What follows belongs to an exercise in optimizing a design on an open flow for small area and a short achievable clock period; a production flow would make more cautious choices. Function was checked by simulation only, so behaviour that the tests miss may differ from the original. Power and IR drop assume default switching activity.

## fir_filter
module fir_filter
(
	input  logic        clk,
	input  logic        arst_n,  
	input  logic [15:0] x,       
	output logic [15:0] y        
);
	logic        sr;   
	logic [15:0] vr;   
	logic [17:0] r3r;  
	logic [18:0] r5r;  
	logic [14:0] zs0;
	logic [3:0] zc0;
	logic [14:0] zs1;
	logic [3:0] zc1;
	logic [14:0] zs2;
	logic [3:0] zc2;
	logic [14:0] zs3;
	logic [3:0] zc3;
	logic [14:0] zs4;
	logic [3:0] zc4;
	logic [14:0] zs5;
	logic [3:0] zc5;
	logic [14:0] zs6;
	logic [3:0] zc6;
	logic [14:0] zs7;
	logic [3:0] zc7;
	logic [14:0] zs8;
	logic [3:0] zc8;
	logic [14:0] zs9;
	logic [3:0] zc9;
	logic [14:0] zs10;
	logic [3:0] zc10;
	logic [14:0] zs11;
	logic [3:0] zc11;
	logic [14:0] zs12;
	logic [3:0] zc12;
	logic [14:0] zs13;
	logic [3:0] zc13;
	logic [14:0] zs14;
	logic [3:0] zc14;
	logic s411, c412;
	fir_ha u413 (.a(r3r[1]), .b(sr), .s(s411), .co(c412));
	logic i414;
	assign i414 = ~sr;
	logic s415, c416;
	fir_fa u417 (.a(vr[0]), .b(r3r[4]), .ci(i414), .s(s415), .co(c416));
	logic i418;
	assign i418 = ~r3r[0];
  ...
Size: ~0.024 mm2 of cells after synthesis.
==> flow/config.mk <==
export PLATFORM = sky130hd
export DESIGN_NAME = fir_filter
export DESIGN_NICKNAME = fir_filter
export VERILOG_FILES = /design/flow/design.v
export SDC_FILE = /design/flow/constraint.sdc
export NUM_CORES = 4
export LEC_CHECK = 0
export CAP_MARGIN = 20
export CORE_MARGIN = 2
export CORE_UTILIZATION = 40
export CTS_CLUSTER_DIAMETER = 80
export CTS_CLUSTER_SIZE = 24
export PLACE_DENSITY = 0.6
export SLEW_MARGIN = 20
export SYNTH_HIERARCHICAL = 1
export SYNTH_MINIMUM_KEEP_SIZE = 0
==> flow/constraint.sdc <==
create_clock -name core_clock -period 12.0 [get_ports {clk}]
set_input_delay 2.4000 -clock core_clock [delete_from_list [all_inputs] [get_ports {clk}]]
set_output_delay 2.4000 -clock core_clock [all_outputs]
set_load 0.01 [all_outputs]
standard.sh (not shown) runs the stock make flow with config.mk's settings and CLKGATE_MAP_FILE= SYNTH_SCRIPT=/design/flow/synth_recipe.tcl, a recipe that flattens the netlist after the stock synthesis.
==> flow/flow/run.sh <==
#!/bin/bash
# Layout flow: the standard flow (standard.sh), with faster port buffers.
# The flow's port buffering picks a slow delay-cell buffer for every port; here
# buffer_ports is told to use a plain buffer instead. Everything else is standard.
set -e
cp standard.sh standard_sh_copy.log
export BUFFER_PORTS_ARGS="-buffer_cell sky130_fd_sc_hd__buf_2"
bash standard.sh > standard_run.log 2>&1
==> next run, changes <==
- CTS_CLUSTER_DIAMETER: 80 -> 90
Worst setup slack is better by 0.0070 ns.
Global-route usage is about the same.
Power drops slightly.
Sequential share of layout area climbs by 0.24 points.
Clock power drops by roughly a tenth.
Core utilization drops by 0.31 points.
Via count stays flat.
==> next run, changes <==
- CTS_CLUSTER_DIAMETER: 90 -> 100
- CTS_CLUSTER_SIZE: 24 -> 20
Result: Power is about the same; combinational power stays flat; global-route usage hardly moves; wire length climbs by 0.36%; maximum frequency stays flat; cell area barely changes; sequential power stays flat; register-to-register slack barely changes; worst hold slack gets worse by 0.0042 ns; flip-flop and latch count stays the same.


Starting RTL as in the previous note.
==> flow/config.mk <==
export PLATFORM = sky130hd
export DESIGN_NAME = fir_filter
export DESIGN_NICKNAME = fir_filter
export VERILOG_FILES = /design/flow/design.v
export SDC_FILE = /design/flow/constraint.sdc
export NUM_CORES = 4
export LEC_CHECK = 0
export CAP_MARGIN = 20
export CORE_MARGIN = 2
export CORE_UTILIZATION = 45
export CTS_CLUSTER_DIAMETER = 100
export CTS_CLUSTER_SIZE = 22
export PLACE_DENSITY = 0.65
export SLEW_MARGIN = 20
export SYNTH_HIERARCHICAL = 1
export SYNTH_MINIMUM_KEEP_SIZE = 0
==> flow/constraint.sdc <==
create_clock -name core_clock -period 12.0 [get_ports {clk}]
set_input_delay 2.4000 -clock core_clock [delete_from_list [all_inputs] [get_ports {clk}]]
set_output_delay 2.4000 -clock core_clock [all_outputs]
set_load 0.01 [all_outputs]
Scripts as last shown in full above: flow/flow/run.sh
Rerun with:
--- a/flow/config.mk
+++ b/flow/config.mk
@@ -10 +10 @@
-export CORE_UTILIZATION = 45
+export CORE_UTILIZATION = 40
@@ -13 +13 @@
-export PLACE_DENSITY = 0.65
+export PLACE_DENSITY = 0.6
What happened:
- utilization drops by 5.1 points
- design area rose by 0.48%
- wire length stays flat
- count of clock-buffer cells in the layout came out higher by 1
- synthesized cell count stays the same
- worst hold slack stays flat
- sequential cell count does not change
- non-clock buffer count grows by 1


Setup of before:
Starting RTL as in the previous note.
// fir_filter
module fir_filter
(
	input  logic        clk,
	input  logic        arst_n,  
	input  logic [15:0] x,       
	output logic [15:0] y        
);
export LEC_CHECK = 0
export CAP_MARGIN = 20
export CORE_MARGIN = 2
export CORE_UTILIZATION = 60
export CTS_CLUSTER_DIAMETER = 100
export CTS_CLUSTER_SIZE = 26
export PLACE_DENSITY = 0.75
export SLEW_MARGIN = 20
export SYNTH_HIERARCHICAL = 1
export SYNTH_MINIMUM_KEEP_SIZE = 0
create_clock -name core_clock -period 12.0 [get_ports {clk}]
Scripts as last shown in full above: flow/flow/run.sh
For after, these inputs were changed with respect to before:
Settings: removing CTS_CLUSTER_SIZE (formerly 26); removing CTS_CLUSTER_DIAMETER (formerly 100); changing PLACE_DENSITY from 0.75 to 0.6; changing CORE_UTILIZATION from 60 to 40.
==> summary.txt <==
Going from before to after, ratio of total power to cell area increased 8.7 nW/um^2; detailed route wirelength on metal2 up about 8%; global-route wire length before repair went up by 3800 um; register-to-register slack increased by 0.03 ns relative to the old numbers; sequential share of layout area -1.6 points.
Compared to before, the router laid down more metal wire for after.
The lower number of H-tree levels came out of before.
after vs before — number of buffers created by CTS rose 23.
[compare] base=before new=after: total vias in the final route saw little to no change, critical-path maximum fanout went down.

what the ideal ports hide:
Ports are ideal in the flow. The routed layouts listed here were re-timed in OpenROAD.
Step 1 assumes that a clkbuf_16 drives the clock port and a buf_2 every other input.
Step 2, shift: input delay + t, output delay - t, t = (earliest + latest rising clock arrival at the registers) / 2. This alone moves slack from input paths to output paths.
a / b / c = no drivers / after step 1 / after step 2; a / b = the first two.
run | t (ns) | setup slack, ns | slew at the worst register clock pin (ns) | worst slew at a driven data input, ns | cell pins on the clock port's net
the first run of note 1 | 0.614 | 7.996 / 7.996 / 7.563 | 0.10 / 0.10 | 0.05 | 1
the second run of note 1 | 0.591 | 8.003 / 8.003 / 7.561 | 0.11 / 0.11 | 0.05 | 1
the third run of note 1 | 0.603 | 7.996 / 7.996 / 7.566 | 0.09 / 0.09 | 0.05 | 1
the first run of note 2 | 0.595 | 7.909 / 7.909 / 7.475 | 0.10 / 0.10 | 0.06 | 1
the second run of note 2 | 0.593 | 8.019 / 8.019 / 7.566 | 0.10 / 0.10 | 0.05 | 1
before | 0.581 | 7.837 / 7.838 / 7.258 | 0.11 / 0.11 | 0.05 | 1
after | 0.605 | 7.991 / 7.991 / 7.571 | 0.06 / 0.06 | 0.05 | 1
After both steps setup and hold are still met in every run listed. The setup slack of before, which loses most, moves by +0.001 ns with the drivers and by -0.579 ns with both steps. The worst setup slack also covers recovery checks on asynchronous resets.
